Context: an optimization exercise on an open-source flow, tuned for small area, a short achievable clock period and few clock cycles. The choices shown serve that exercise and are no tape-out recipe. Only simulation tests tie the RTL to the original design; equivalence was not proved. Power and IR drop assume default switching activity.

`run.sh`:
```
#!/bin/bash
# synth_recipe.tcl (not shown) runs the flow's synth.tcl, then flattens the netlist and writes it again
# the make line also repeats each setting of config.mk as NAME=value (left out here)
make -C /OpenROAD-flow-scripts/flow DESIGN_CONFIG=/design/flow/config.mk WORK_HOME=/design/flow/orfs CLKGATE_MAP_FILE= SYNTH_SCRIPT=/design/flow/synth_recipe.tcl finish
```
`config.mk`:
```
export PLATFORM = sky130hd
export DESIGN_NAME = bitmap_page_allocator_top
export DESIGN_NICKNAME = bitmap_page_allocator_top
export VERILOG_FILES = /design/flow/design.v
export SDC_FILE = /design/flow/constraint.sdc
export NUM_CORES = 4
export LEC_CHECK = 0
export CAP_MARGIN = 20
export CORE_MARGIN = 2
export CORE_UTILIZATION = 40
export SLEW_MARGIN = 20
```
`constraint.sdc`:
```
create_clock -name core_clock -period 5.0 [get_ports {clk}]
set_input_delay 1.0000 -clock core_clock [delete_from_list [all_inputs] [get_ports {clk}]]
set_output_delay 1.0000 -clock core_clock [all_outputs]
set_load 0.01 [all_outputs]
```
`design.v`:
```
`default_nettype none
package bpa_pkg;
    localparam int MAP_ROWS = 16;
    localparam int ROW_BITS = 32;
    localparam int KIND_W   = 2;
    localparam int PAGE_W   = 9;
    localparam int COUNT_W  = 10;
    localparam int STATUS_W = 2;
    localparam logic [KIND_W-1:0] KIND_ALLOC = 2'd0;
    localparam logic [KIND_W-1:0] KIND_FREE  = 2'd1;
    localparam logic [KIND_W-1:0] KIND_INIT  = 2'd2;
    localparam logic [STATUS_W-1:0] ST_OK       = 2'd0;
    localparam logic [STATUS_W-1:0] ST_NO_FREE  = 2'd1;
    localparam logic [STATUS_W-1:0] ST_BAD_PAGE = 2'd2;
    localparam logic [COUNT_W-1:0] TOTAL_MAX = 10'd1023;
endpackage
`default_nettype wire
`default_nettype none
import bpa_pkg::*;
module bpa_dp
(
    input  wire logic                                  clk,
    input  wire logic [bpa_pkg::MAP_ROWS-1:0]          row_hold,
    input  wire logic [bpa_pkg::MAP_ROWS-1:0]          row_wr,
    input  wire logic [bpa_pkg::ROW_BITS-1:0]          wr_data,
    input  wire logic [bpa_pkg::MAP_ROWS-1:0]          rd_sel,
    output logic      [bpa_pkg::MAP_ROWS-1:0]          row_nz,
    output logic      [bpa_pkg::ROW_BITS-1:0]          rd_data
);
    logic [ROW_BITS-1:0] map_q [MAP_ROWS];
    always_ff @(posedge clk)
    begin
        for (int r = 0; r < MAP_ROWS; r++)
        begin
            map_q[r] <= (map_q[r] & {ROW_BITS{row_hold[r]}}) |
                        (wr_data & {ROW_BITS{row_wr[r]}});
        end
    end
    always_comb
    begin
        rd_data = '0;
        for (int r = 0; r < MAP_ROWS; r++)
        begin
            row_nz[r] = |map_q[r];
            rd_data   = rd_data | (map_q[r] & {ROW_BITS{rd_sel[r]}});
        end
    end
endmodule
`default_nettype wire
`default_nettype none
import bpa_pkg::*;
module bitmap_page_allocator_top
(
    input  wire logic                clk,
    input  wire logic                rst_n,
    input  wire logic                in_valid,
    output logic                     in_ready,
    input  wire logic [bpa_pkg::KIND_W-1:0]   kind,
    input  wire logic [bpa_pkg::PAGE_W-1:0]   page,
    output logic                     out_valid,
    input  wire logic                out_ready,
    output logic [bpa_pkg::STATUS_W-1:0]      status,
    output logic [bpa_pkg::PAGE_W-1:0]        alloc_page,
    output logic [bpa_pkg::COUNT_W-1:0]       free_pages,
    input  wire logic                cfg_valid,
    output logic                     cfg_ready,
    input  wire logic                cfg_index,
    input  wire logic [bpa_pkg::COUNT_W-1:0]  cfg_data
);
    localparam int R  = MAP_ROWS;
    localparam int W  = ROW_BITS;
    localparam int RB = $clog2(R);
    localparam int WB = $clog2(W);
    logic [PAGE_W-1:0]  first_q;
    logic [COUNT_W-1:0] pcount_q;
    assign cfg_ready = 1'b1;
    always_ff @(posedge clk or negedge rst_n)
    begin
        if (!rst_n)
        begin
            first_q  <= PAGE_W'(1);
            pcount_q <= COUNT_W'(512);
        end
        else if (cfg_valid)
        begin
            if (cfg_index)
                pcount_q <= cfg_data;
            else
                first_q  <= cfg_data[PAGE_W-1:0];
        end
    end
    logic                clr_q;
    logic [1:0]          ph_q;
    logic [COUNT_W-1:0]  cnt_q;
    logic                ov_q;
    logic [STATUS_W-1:0] st_q;
    logic [PAGE_W-1:0]   pg_q;
    logic [R-1:0] row_hold;
    logic [R-1:0] row_wr;
    logic [W-1:0] wr_data;
    logic [R-1:0] row_nz;
    logic [R-1:0] first_row;
    logic [W-1:0] rd_data;
    bpa_dp u_dp (
        .clk      (clk),
        .row_hold (row_hold),
        .row_wr   (row_wr),
        .wr_data  (wr_data),
        .rd_sel   (first_row),
        .row_nz   (row_nz),
        .rd_data  (rd_data)
    );
    logic [COUNT_W-1:0] limit;
    logic               nonempty;
    logic [COUNT_W-1:0] init_cnt;
    logic [RB-1:0]      f_row;
    logic [WB-1:0]      f_col;
    logic [RB:0]        l_row;
    logic [WB-1:0]      l_col;
    logic               need1, need2;
    logic [R-1:0]       row_in;
    logic [W-1:0]       f_suffix, l_prefix, mask1;
    assign limit    = pcount_q[COUNT_W-1] ? COUNT_W'(512) : pcount_q;
    assign nonempty = (COUNT_W'(first_q) < limit);
    assign init_cnt = nonempty ? (limit - COUNT_W'(first_q)) : '0;
    assign f_row    = first_q[PAGE_W-1:WB];
    assign f_col    = first_q[WB-1:0];
    assign l_row    = limit[COUNT_W-1:WB];
    assign l_col    = limit[WB-1:0];
    assign need1    = nonempty && (f_col != '0);
    assign need2    = nonempty && (l_col != '0) && !(({1'b0, f_row} == l_row) && (f_col != '0));
    always_comb
    begin
        for (int g = 0; g < R; g++)
        begin
            row_in[g] = (g > int'(f_row) ||
                         (g == int'(f_row) && f_col == '0)) &&
                        (g < int'(l_row));
        end
        for (int j = 0; j < W; j++)
        begin
            f_suffix[j] = (WB'(j) >= f_col);
            l_prefix[j] = (WB'(j) < l_col);
        end
        mask1 = f_suffix & ((({1'b0, f_row} == l_row)) ? l_prefix : '1);
    end
    logic acc, is_alloc, is_free, is_init, bad, free_ok, found, respond;
    logic ph1, ph2;
    assign ph1      = (ph_q == 2'd1);
    assign ph2      = (ph_q == 2'd2);
    assign in_ready = !clr_q && (ph_q == 2'd0) && (!ov_q || out_ready);
    assign acc      = in_valid && in_ready;
    assign is_alloc = acc && (kind == KIND_ALLOC);
    assign is_free  = acc && (kind == KIND_FREE);
    assign is_init  = acc && (kind == KIND_INIT);
    assign bad      = !pcount_q[COUNT_W-1] && (COUNT_W'(page) >= pcount_q);
    assign free_ok  = is_free && !bad;
    logic [R-1:0] row_pre;
    logic [W-1:0] bit_pre;
    logic [W-1:0] low_bit;
    logic [W-1:0] alloc_data;
    logic         any_free;
    logic         cnt_nz;
    logic [RB-1:0] first_row_idx;
    logic [WB-1:0] low_bit_idx;
    function automatic logic [R-1:0] prefix_r(input logic [R-1:0] v);
        logic [R-1:0] p;
        p = v;
        for (int s = 1; s < R; s = s * 2)
            for (int i = R - 1; i >= 0; i--)
                if (i >= s) p[i] = p[i] | p[i-s];
        prefix_r = {p[R-2:0], 1'b0};
    endfunction
    function automatic logic [W-1:0] prefix_w(input logic [W-1:0] v);
        logic [W-1:0] p;
        p = v;
        for (int s = 1; s < W; s = s * 2)
            for (int i = W - 1; i >= 0; i--)
                if (i >= s) p[i] = p[i] | p[i-s];
        prefix_w = {p[W-2:0], 1'b0};
    endfunction
    always_comb
    begin
        row_pre    = prefix_r(row_nz);
        first_row  = row_nz & ~row_pre;
        bit_pre    = prefix_w(rd_data);
        low_bit    = rd_data & ~bit_pre;
        alloc_data = rd_data & bit_pre;
        first_row_idx = '0;
        for (int g = 0; g < R; g++)
            if (first_row[g]) first_row_idx = first_row_idx | RB'(g);
        low_bit_idx = '0;
        for (int j = 0; j < W; j++)
            if (low_bit[j]) low_bit_idx = low_bit_idx | WB'(j);
    end
    assign any_free = |row_nz;
    assign cnt_nz   = (cnt_q != '0);
    assign found    = is_alloc && any_free && cnt_nz;
    logic [R-1:0] page_row;
    logic [W-1:0] page_col;
    always_comb
    begin
        for (int g = 0; g < R; g++)
            page_row[g] = (page[PAGE_W-1:WB] == RB'(g));
        for (int j = 0; j < W; j++)
            page_col[j] = (page[WB-1:0] == WB'(j));
    end
    always_comb
    begin
        for (int g = 0; g < R; g++)
        begin
            row_hold[g] = !(clr_q || is_init || (is_alloc && cnt_nz && first_row[g]));
            row_wr[g]   = (is_init && row_in[g]) ||
                          (free_ok && page_row[g]) ||
                          (is_alloc && cnt_nz && first_row[g]) ||
                          (ph1 && (int'(f_row) == g)) ||
                          (ph2 && (int'(l_row) == g));
        end
        if (is_alloc)
            wr_data = alloc_data;
        else if (is_free)
            wr_data = page_col;
        else if (is_init)
            wr_data = '1;
        else if (ph1)
            wr_data = mask1;
        else
            wr_data = l_prefix;
    end
    assign respond = (acc && !(is_init && (need1 || need2))) ||
                     (ph1 && !need2) || ph2;
    always_ff @(posedge clk or negedge rst_n)
    begin
        if (!rst_n)
        begin
            clr_q <= 1'b1;
            ph_q  <= 2'd0;
            cnt_q <= '0;
            ov_q  <= 1'b0;
        end
        else
        begin
            clr_q <= 1'b0;
            if (is_init)
                ph_q <= need1 ? 2'd1 : (need2 ? 2'd2 : 2'd0);
            else if (ph1)
                ph_q <= need2 ? 2'd2 : 2'd0;
            else if (ph2)
                ph_q <= 2'd0;
            if (found)
                cnt_q <= cnt_q - COUNT_W'(1);
            else if (free_ok && cnt_q != TOTAL_MAX)
                cnt_q <= cnt_q + COUNT_W'(1);
            else if (is_init)
                cnt_q <= init_cnt;
            if (respond)
                ov_q <= 1'b1;
            else if (out_ready)
                ov_q <= 1'b0;
        end
    end
    always_ff @(posedge clk)
    begin
        if (respond)
        begin
            st_q <= (is_alloc && !found) ? ST_NO_FREE :
                    (is_free && bad)     ? ST_BAD_PAGE : ST_OK;
            pg_q <= found ? {first_row_idx, low_bit_idx} : '0;
        end
    end
    assign out_valid  = ov_q;
    assign status     = st_q;
    assign alloc_page = pg_q;
    assign free_pages = cnt_q;
endmodule
`default_nettype wire
```
==> metrics.cfg, run 1 <==
[sta]
tightest_slew_ps = 1210
period_needed_ps = 5020
setup_ws_ps = -24.0
timing.fmax_mhz = 199
finalHoldViolations = 0
slew_headroom = 0.188
skew_ps = 40.7
setup_violations = 1
period_share = 1.00
tns_ps = -24.0
rsz0062_at_grt = no
slew_viol_final = 0

[worst_setup_path]
critPathTopFamily = simple AND/OR/NAND/NOR gates
cp_num_buf_inv = 4
crit_chain = nor4_1 -> nand4_1 -> nor4_4 -> buf_4 -> nand4_4 -> buf_4 -> or3_1 -> o221ai_1 -> buf_4 -> or3b_2 -> or2_2 -> nor3_1 -> and4_1 -> a2111oi_1 -> a31oi_1 -> buf_4
crit_required_ps = 5390
cpMostUsedCell = buf_4
cpMaxStageDelayCell = nor4_4
setup.worst_path.end_class = flip-flop
cp-start-kind = flip-flop
critical_path.max_fanout = 6
crit_type = flip-flop to flip-flop
max_stage_delay_ps = 670
cp.arrival_ps = 5410

[yosys]
ys_ff_latch = 556
synth.yosys.warnings = 3
syn-cell-area_um2 = 26300
synth-seq-area-share = 0.434
synth_edf_count = 11
synth_cells = 2859
synth_ff_type = dfxtp_1
post_synth_num_cell_types = 106
avgSynthCellArea_um2 = 9.19
synth_fp_nets = 2907
synth-async-reset-ratio = 0.0594

[cts]
ctsRootBufferMaster = clkbuf_16
ctsHoldBuffers = 0
cts.htree.levels = 2
clkSinkCount = 556
clk_latency_ps = 660
cts_max_path_buffers = 3
cts_tree = done
numCtsBuffers = 61
clk_pin_slew_ps = 60

[outcome]
status = complete, but fails checks
violatedChecks = negative setup slack

[power]
power_uw = 18300
power.static_leakage_uw = 0.0133
p_per_area_nw_per_um2 = 547
peakVddDrop_uv = 316

[global_route]
antenna_found_initial = 10
grt_max_degree = 38
use_met2 = 0.575
grt_pass1_wl_um = 188000
met3_usage = 0.0841
grtUsageMet1 = 0.501
overflow = 0
grt_use_total = 0.380
grt.busiest_layer = met2
first_global_vias = 26451

[finish]
drive_gt1_frac = 0.220
layout_commonest_cell = dfxtp_1
fillerInstances = 6035
nets = 3252
areaGrowthSynthToFinish_pct = 27.3
finalInstanceArea_um2 = 33500
instances_no_fill = 4111
layout.area.seq_um2 = 11400
multi_input_area_um2 = 14000
layout_common_cells = 512 x dfxtp_1, 433 x a22o_1, 392 x buf_4

[floorplanning]
fp.dieW_um = 260
io_pins = 51
fp.dieH_um = 260
dieArea_um2 = 67800
start_util = 0.406
coreArea_um2 = 64700
rows = 93

[route]
drt_iter0_markers = 4126
wl_per_cell_um = 31.9
drc = 0
routed_wirelength_um = 131000
dr.pass1.iters = 9
drtAntennaViolNets = 0
vias = 27749
viasPerCell = 6.75

[placed_design]
place_inst = 3995
port_buffers = 49
placed_area_um2 = 31200
place.gp.congestion = 1.04
hpwl_um = 97800

[min_path]
hp-class = flip-flop to flip-flop

[run]
drv_cap = 0

## sequential cells by signal (all words and copies together) (netlist names)
name / flops
pg_q: 9
ph_q: 2
clr_q: 1
u_dp.map_q: 512
pcount_q: 10
ov_q: 1
cnt_q: 10
st_q: 2
first_q: 9
## synthesized netlist by cell type (36+ instances only)
cell type / count / area (um^2)
nand3_1: 76 / 380
inv_1: 56 / 210
clkbuf_1: 138 / 518
a21o_1: 44 / 330
nand2_1: 218 / 818
dfxtp_1: 512 / 10200
nor4_1: 145 / 907
nor3_1: 57 / 285
o21ai_0: 147 / 736
buf_2: 50 / 250
nand4_1: 36 / 225
a21oi_1: 208 / 1040
a22o_1: 433 / 3790
nor2_1: 109 / 409
## metal layers
| metal | vias to the layer above | wire (um) |
|---|---|---|
| met1 | 13677 | 52900 |
| met4 | 8 | 8320 |
| met2 | 1781 | 56500 |
| met5 | - | 46 |
| met3 | 381 | 13500 |
| li1 | 11902 | - |
## tightest hold or removal path: cells and delay by family, from the launching register on
family | cells | cell delay [ps]
DFF | 1 | 320
AOI/OAI and AO/OA | 1 | 50
and+or+nand+nor | 1 | 50
## final timing paths
check,startpoint,endpoint,slack [ps],cells after the start
hold reg to reg,u_dp.map_q[11][19],u_dp.map_q[11][19],470,2
setup / recovery,u_dp.map_q[3][29],pg_q[0],-20,16
setup reg to reg,u_dp.map_q[3][29],pg_q[0],-20,16
max in group asynchronous,rst_n,first_q[0],3850,2
hold / removal,u_dp.map_q[11][19],u_dp.map_q[11][19],470,2
min in group asynchronous,rst_n,pcount_q[6],760,2
## cell type report
| cell class | count | share of cell area |
|---|---|---|
| timing repair buffer | 500 | 0.138 |
| sequential | 556 | 0.341 |
| tap | 855 | 0.0320 |
| clock inverter | 29 | 0.0116 |
| clock buffer | 84 | 0.0527 |
| antenna | 2 | 0.000150 |
| multi-input combinational | 2027 | 0.418 |
| inverter | 58 | 0.00651 |
## per-stage QoR
| stage | utilization | worst slack [ps] | hold WS (ps) |
|---|---|---|---|
| after floorplan | - | 625 | 439 |
| after global routing | 0.517 | 4.67 | 485 |
| after CTS | 0.516 | 75.2 | 469 |
| final | 0.517 | -24.0 | 471 |
| after detailed placement | 0.483 | -30.3 | 461 |
| after global placement | 0.483 | -24.5 | 456 |
## kinds of logic after synthesis
group / after synthesis / synth area share
DFF: 556 / 0.434
xor gates and xnor gates: 12 / 0.00400
and+or+nand+nor: 793 / 0.166
other: 2 / 0.000286
AOI/OAI and AO/OA: 1188 / 0.335
buffers and inverters: 276 / 0.0455
adders and majority gates: 21 / 0.0103
muxes: 11 / 0.00471
## power breakdown
part	switching [uW]	leakage (uW)	internal, uW
Sequential	300	0.00463	4700
Combinational	5190	0.00766	3260
Clock	1990	0.00106	2870
Total	7470	0.0133	10800
## timing repair
action                                  CTS  global route
hold endpoints to repair                  0             0
setup buffers                             0             1
resized for setup                         1            10
pin swaps                                 0             2
endpoints found under the setup margin    1            51
Testbench counts, summed over its fixed seeds: cycles 12,170.
==> run 2, diff against run 1 <==
--- a/design.v
+++ b/design.v
@@ -23,11 +23,13 @@
     input  wire logic [bpa_pkg::MAP_ROWS-1:0]          row_hold,
     input  wire logic [bpa_pkg::MAP_ROWS-1:0]          row_wr,
     input  wire logic [bpa_pkg::ROW_BITS-1:0]          wr_data,
+    input  wire logic                                  wr_data_nz,
     input  wire logic [bpa_pkg::MAP_ROWS-1:0]          rd_sel,
     output logic      [bpa_pkg::MAP_ROWS-1:0]          row_nz,
     output logic      [bpa_pkg::ROW_BITS-1:0]          rd_data
 );
     logic [ROW_BITS-1:0] map_q [MAP_ROWS];
+    logic [MAP_ROWS-1:0] nz_q;
     always_ff @(posedge clk)
     begin
         for (int r = 0; r < MAP_ROWS; r++)
@@ -35,14 +37,15 @@
             map_q[r] <= (map_q[r] & {ROW_BITS{row_hold[r]}}) |
                         (wr_data & {ROW_BITS{row_wr[r]}});
         end
-    end
+        nz_q <= (nz_q & row_hold) | (row_wr & {MAP_ROWS{wr_data_nz}});
+    end
+    assign row_nz = nz_q;
     always_comb
     begin
         rd_data = '0;
         for (int r = 0; r < MAP_ROWS; r++)
         begin
-            row_nz[r] = |map_q[r];
-            rd_data   = rd_data | (map_q[r] & {ROW_BITS{rd_sel[r]}});
+            rd_data = rd_data | (map_q[r] & {ROW_BITS{rd_sel[r]}});
         end
     end
 endmodule
@@ -72,19 +75,19 @@
     localparam int RB = $clog2(R);
     localparam int WB = $clog2(W);
     logic [PAGE_W-1:0]  first_q;
-    logic [COUNT_W-1:0] pcount_q;
+    logic [COUNT_W-1:0] lim_q;       
     assign cfg_ready = 1'b1;
     always_ff @(posedge clk or negedge rst_n)
     begin
         if (!rst_n)
         begin
             first_q  <= PAGE_W'(1);
-            pcount_q <= COUNT_W'(512);
+            lim_q    <= COUNT_W'(512);
         end
         else if (cfg_valid)
         begin
             if (cfg_index)
-                pcount_q <= cfg_data;
+                lim_q    <= cfg_data[COUNT_W-1] ? COUNT_W'(512) : cfg_data;
             else
                 first_q  <= cfg_data[PAGE_W-1:0];
         end
@@ -101,11 +104,13 @@
     logic [R-1:0] row_nz;
     logic [R-1:0] first_row;
     logic [W-1:0] rd_data;
+    logic         wr_data_nz;
     bpa_dp u_dp (
         .clk      (clk),
         .row_hold (row_hold),
         .row_wr   (row_wr),
         .wr_data  (wr_data),
+        .wr_data_nz (wr_data_nz),
         .rd_sel   (first_row),
         .row_nz   (row_nz),
         .rd_data  (rd_data)
@@ -120,7 +125,7 @@
     logic               need1, need2;
     logic [R-1:0]       row_in;
     logic [W-1:0]       f_suffix, l_prefix, mask1;
-    assign limit    = pcount_q[COUNT_W-1] ? COUNT_W'(512) : pcount_q;
+    assign limit    = lim_q;
     assign nonempty = (COUNT_W'(first_q) < limit);
     assign init_cnt = nonempty ? (limit - COUNT_W'(first_q)) : '0;
     assign f_row    = first_q[PAGE_W-1:WB];
@@ -153,12 +158,13 @@
     assign is_alloc = acc && (kind == KIND_ALLOC);
     assign is_free  = acc && (kind == KIND_FREE);
     assign is_init  = acc && (kind == KIND_INIT);
-    assign bad      = !pcount_q[COUNT_W-1] && (COUNT_W'(page) >= pcount_q);
+    assign bad      = (COUNT_W'(page) >= lim_q);
     assign free_ok  = is_free && !bad;
     logic [R-1:0] row_pre;
     logic [W-1:0] bit_pre;
     logic [W-1:0] low_bit;
     logic [W-1:0] alloc_data;
+    logic         alloc_data_nz;
     logic         any_free;
     logic         cnt_nz;
     logic [RB-1:0] first_row_idx;
@@ -186,6 +192,7 @@
         bit_pre    = prefix_w(rd_data);
         low_bit    = rd_data & ~bit_pre;
         alloc_data = rd_data & bit_pre;
+        alloc_data_nz = |alloc_data;
         first_row_idx = '0;
         for (int g = 0; g < R; g++)
             if (first_row[g]) first_row_idx = first_row_idx | RB'(g);
@@ -216,6 +223,7 @@
                           (ph1 && (int'(f_row) == g)) ||
                           (ph2 && (int'(l_row) == g));
         end
+        wr_data_nz = is_alloc ? alloc_data_nz : 1'b1;
         if (is_alloc)
             wr_data = alloc_data;
         else if (is_free)
@@ -261,7 +269,7 @@
     end
     always_ff @(posedge clk)
     begin
-        if (respond)
+        if (acc)
         begin
             st_q <= (is_alloc && !found) ? ST_NO_FREE :
                     (is_free && bad)     ? ST_BAD_PAGE : ST_OK;
==> run 2 against run 1 <==
Against the previous run: now clean on timing, DRC and antenna; clock-buffer cell count rose by 5; clock skew fell by 3.3 ps; power fell by 33%; sequential cell count rose by 16; clock power barely moved; global-route usage fell by 6.3 points; non-clock buffer count fell by 221; routed wire length fell by 17%; sequential share of layout area rose by 4.0 points; sequential power barely moved; worst setup slack improved by 220 ps; via count fell by 5.4%; critical endpoint is now u_dp.map_q[8][18]; largest cell class unchanged; largest power group is now sequential cells; highest routed layer unchanged.
==> metrics.cfg, run 2 <==
[outcome]
status = complete, no violations

[power]
peakVddDrop_uv = 319
p_per_area_nw_per_um2 = 399
power.static_leakage_uw = 0.0111

[finish]
fillerInstances = 6181
layout_commonest_cell = nand2_1
top_regs = u_dp.map_q: 512 flops, u_dp.nz_q: 16 flops
largest_register_ffs = 512
layout_common_cells = 695 x nand2_1, 640 x o21ai_0, 526 x dfxtp_1
instances_no_fill = 4174
regMostFlops = u_dp.map_q
drive_gt1_frac = 0.126
num_antenna_cells = 0
areaGrowthSynthToFinish_pct = 19.8
nets = 3333

[worst_setup_path]
setup.worst_path.end_class = flip-flop
rr_worst_depth = 19
crit_required_ps = 5430
cpMaxStageDelayCell = dfxtp_1
crit_type = flip-flop to flip-flop
crit_chain = or4_1 -> buf_4 -> nor3_1 -> buf_4 -> a32oi_1 -> nand4_1 -> a211oi_1 -> buf_4 -> nand2b_1 -> nor4_2 -> buf_4 -> buf_4 -> buf_4 -> and3_1 -> or2_2 -> nor2_1 -> nor3_2 -> buf_12 -> o21ai_0
critPathTopFamily = simple AND/OR/NAND/NOR gates
cp-start-kind = flip-flop
r2r_setup_slack_ps = 200
max_stage_delay_ps = 530
r2r-start = u_dp.nz_q[4]
cpMostUsedCell = buf_4
regToRegEndpoint = u_dp.map_q[8][18]
critical_path.max_fanout = 16
cp.arrival_ps = 5230
cp_num_buf_inv = 7

[yosys]
synth-async-reset-ratio = 0.0577
synthTopCellsByCount = 695 x nand2_1, 647 x o21ai_0, 528 x dfxtp_1
synthTopCellsByArea = dfxtp_1 41%, o21ai_0 13%, nand2_1 10%
synth_edf_count = 11
ys_ff_latch = 572
yosys.area.top_type_share = 0.411
synth_xor_area_frac = 0.00341
synth_most_common_cell = nand2_1
synthSimpleGateAreaFrac = 0.197
synth_top_family_by_area = compound AO/OA/AOI/OAI gates
synth_ff_type = dfxtp_1
synthMuxAreaShare = 0.00165
synth_fp_nets = 3253
synth-seq-area-share = 0.456
synth_top_area_cell = dfxtp_1
post_synth_num_cell_types = 95
syn-cell-area_um2 = 25700
synth.yosys.warnings = 3
synthAdderAreaFrac = 0.0117
synth_compound_gate_area_share = 0.280
avgSynthCellArea_um2 = 8.02
synth_cells = 3205

[floorplanning]
fp.dieH_um = 258
dieArea_um2 = 66300
coreArea_um2 = 63300
io_pins = 51
start_util = 0.406
fp.dieW_um = 258
rows = 92

[cts]
cts_tree = done
ctsRootBufferMaster = clkbuf_16
ctsHoldBuffers = 0
clk_pin_slew_ps = 60
cts_max_path_buffers = 3
clkSinkCount = 572
clk_latency_ps = 620
numCtsBuffers = 66
cts.htree.levels = 3

[min_path]
min_to = u_dp.map_q[3][10]
holdPathStages = 2
hp-class = flip-flop to flip-flop
min-delay-start = u_dp.map_q[3][10]

[placed_design]
place.gp.congestion = 0.977
post-place-ws_ps = 293
place_inst = 4057
hpwl_um = 74800
port_buffers = 49

[route]
drc = 0
vias = 26262
routed_wirelength_um = 109000
drtAntennaViolNets = 0
viasPerCell = 6.29
drt_iter0_markers = 3344
dr.pass1.iters = 8
wl_per_cell_um = 26.0

[global_route]
grt_max_degree = 34
antenna_found_initial = 3
first_global_vias = 24548
grt_pass1_wl_um = 160000
overflow = 0
grt_use_total = 0.317

[sta]
skew_ps = 37.4
slew_viol_final = 0
rsz0062_at_grt = no
tns_ps = 0
setup_ws_ps = 200
period_needed_ps = 4800
finalHoldViolations = 0
slew_headroom = 0.237
period_share = 0.960
tightest_slew_ps = 1140
setup_violations = 0
timing.fmax_mhz = 208

[run]
drv_cap = 0

[run 2: cell types whose count changed after synthesis, moves of 72 or more]
cell      delta
a21oi_1     -91
nand2_1    +477
nor4_1     -132
o21ai_0    +500
a22o_1     -395
clkbuf_1    +72
[run 2: layout make-up]
cell class                      count  area [um^2]  area share
Clock buffer                       89         1890      0.0613
Clock inverter                     22          272     0.00881
Inverter                           38          143     0.00463
Multi-Input combinational cell   2328        13100       0.426
Sequential cell                   572        11700       0.381
Tap cell                          846         1060      0.0344
Timing Repair Buffer              279         2590      0.0840
[run 2: kinds of logic (layout without fill, tap and decap cells)]
group           Yosys count  in the layout
fa+ha+maj                24             24
buf+inv                 305            428
other cells               2              2
flops                   572            572
mux                       4              4
xor+xnor                 10             10
compound gates         1183           1183
simple gates           1105           1105
[run 2: per-layer routing]
layer | global-route usage | vias to the layer above | part of all wire
met5 | 0 | - | 0.00029
met4 | 0.132 | 4 | 0.042
met3 | 0.0605 | 264 | 0.096
met2 | 0.497 | 1509 | 0.45
met1 | 0.427 | 12825 | 0.41
li1 | - | 11660 | -
[run 2: power by group]
group          internal [uW]  switching, uW  total [uW]
Combinational            817           1640        2460
Clock                   2870           2010        4880
Sequential              4750            219        4970
Total                   8440           3870       12300
[run 2: tightest hold or removal path, cell delays in order, from the launching register on]
cell and delay, ps:
dfxtp_1 320, nand2_1 40, o21ai_0 50
[run 2: repair_timing]
action	in CTS	in global routing
setup buffers	0	0
setup endpoints to repair	0	15
resized for setup	0	2
[run 2: how the worst max path moves through the flow]
stage | from | to | slack [ps] | depth (start not counted)
floorplan | u_dp.nz_q[2] | u_dp.nz_q[6] | 1330 | 16
global placement | page[0] | u_dp.map_q[14][31] | 260 | 16
detailed placement | u_dp.nz_q[7] | pg_q[4] | 290 | 14
CTS | u_dp.nz_q[7] | pg_q[4] | 250 | 14
global route | u_dp.nz_q[4] | u_dp.nz_q[5] | 9 | 15
finish | u_dp.nz_q[4] | u_dp.map_q[8][18] | 200 | 19
[run 2: through the flow]
| step | area, um^2 | hold slack (ps) | total power [uW] | utilization |
|---|---|---|---|---|
| floorplan | 25700 | 416 | 6220 | - |
| global placement | 28400 | 425 | 7400 | 0.448 |
| detailed placement | 28500 | 436 | 7420 | 0.450 |
| CTS | 30700 | 448 | 12200 | 0.484 |
| global route | 30800 | 464 | 12700 | 0.487 |
| finish | 30800 | 444 | 12300 | 0.487 |
Testbench counts of run 2, summed over its fixed seeds: cycles 12,170.

-- static timing again, ports no longer ideal --
How much do the figures lean on ideal ports? The routed layouts below were timed once more, with nothing changed but the port constraints.
Step 1, drivers: a clkbuf_16 drives clk and a buf_2 each remaining input, both assumed.
Step 2 moves the port delays by t, midway between the first and last clock arrival at a register: inputs arrive t later, outputs are due t later. That takes back most of the time a late clock gives input paths.
Slacks: ideal / step 1 / step 2; pairs: ideal / step 1.
| run | shift t [ns] | setup slack, ns | hold slack, ns | worst setup path after step 2 |
|---|---|---|---|---|
| run 1 | 0.707 | -0.024 / -0.024 / -0.024 | 0.471 / 0.471 / 0.471 | register to register |
| run 2 | 0.669 | 0.200 / 0.200 / 0.200 | 0.444 / 0.444 / 0.444 | register to register |
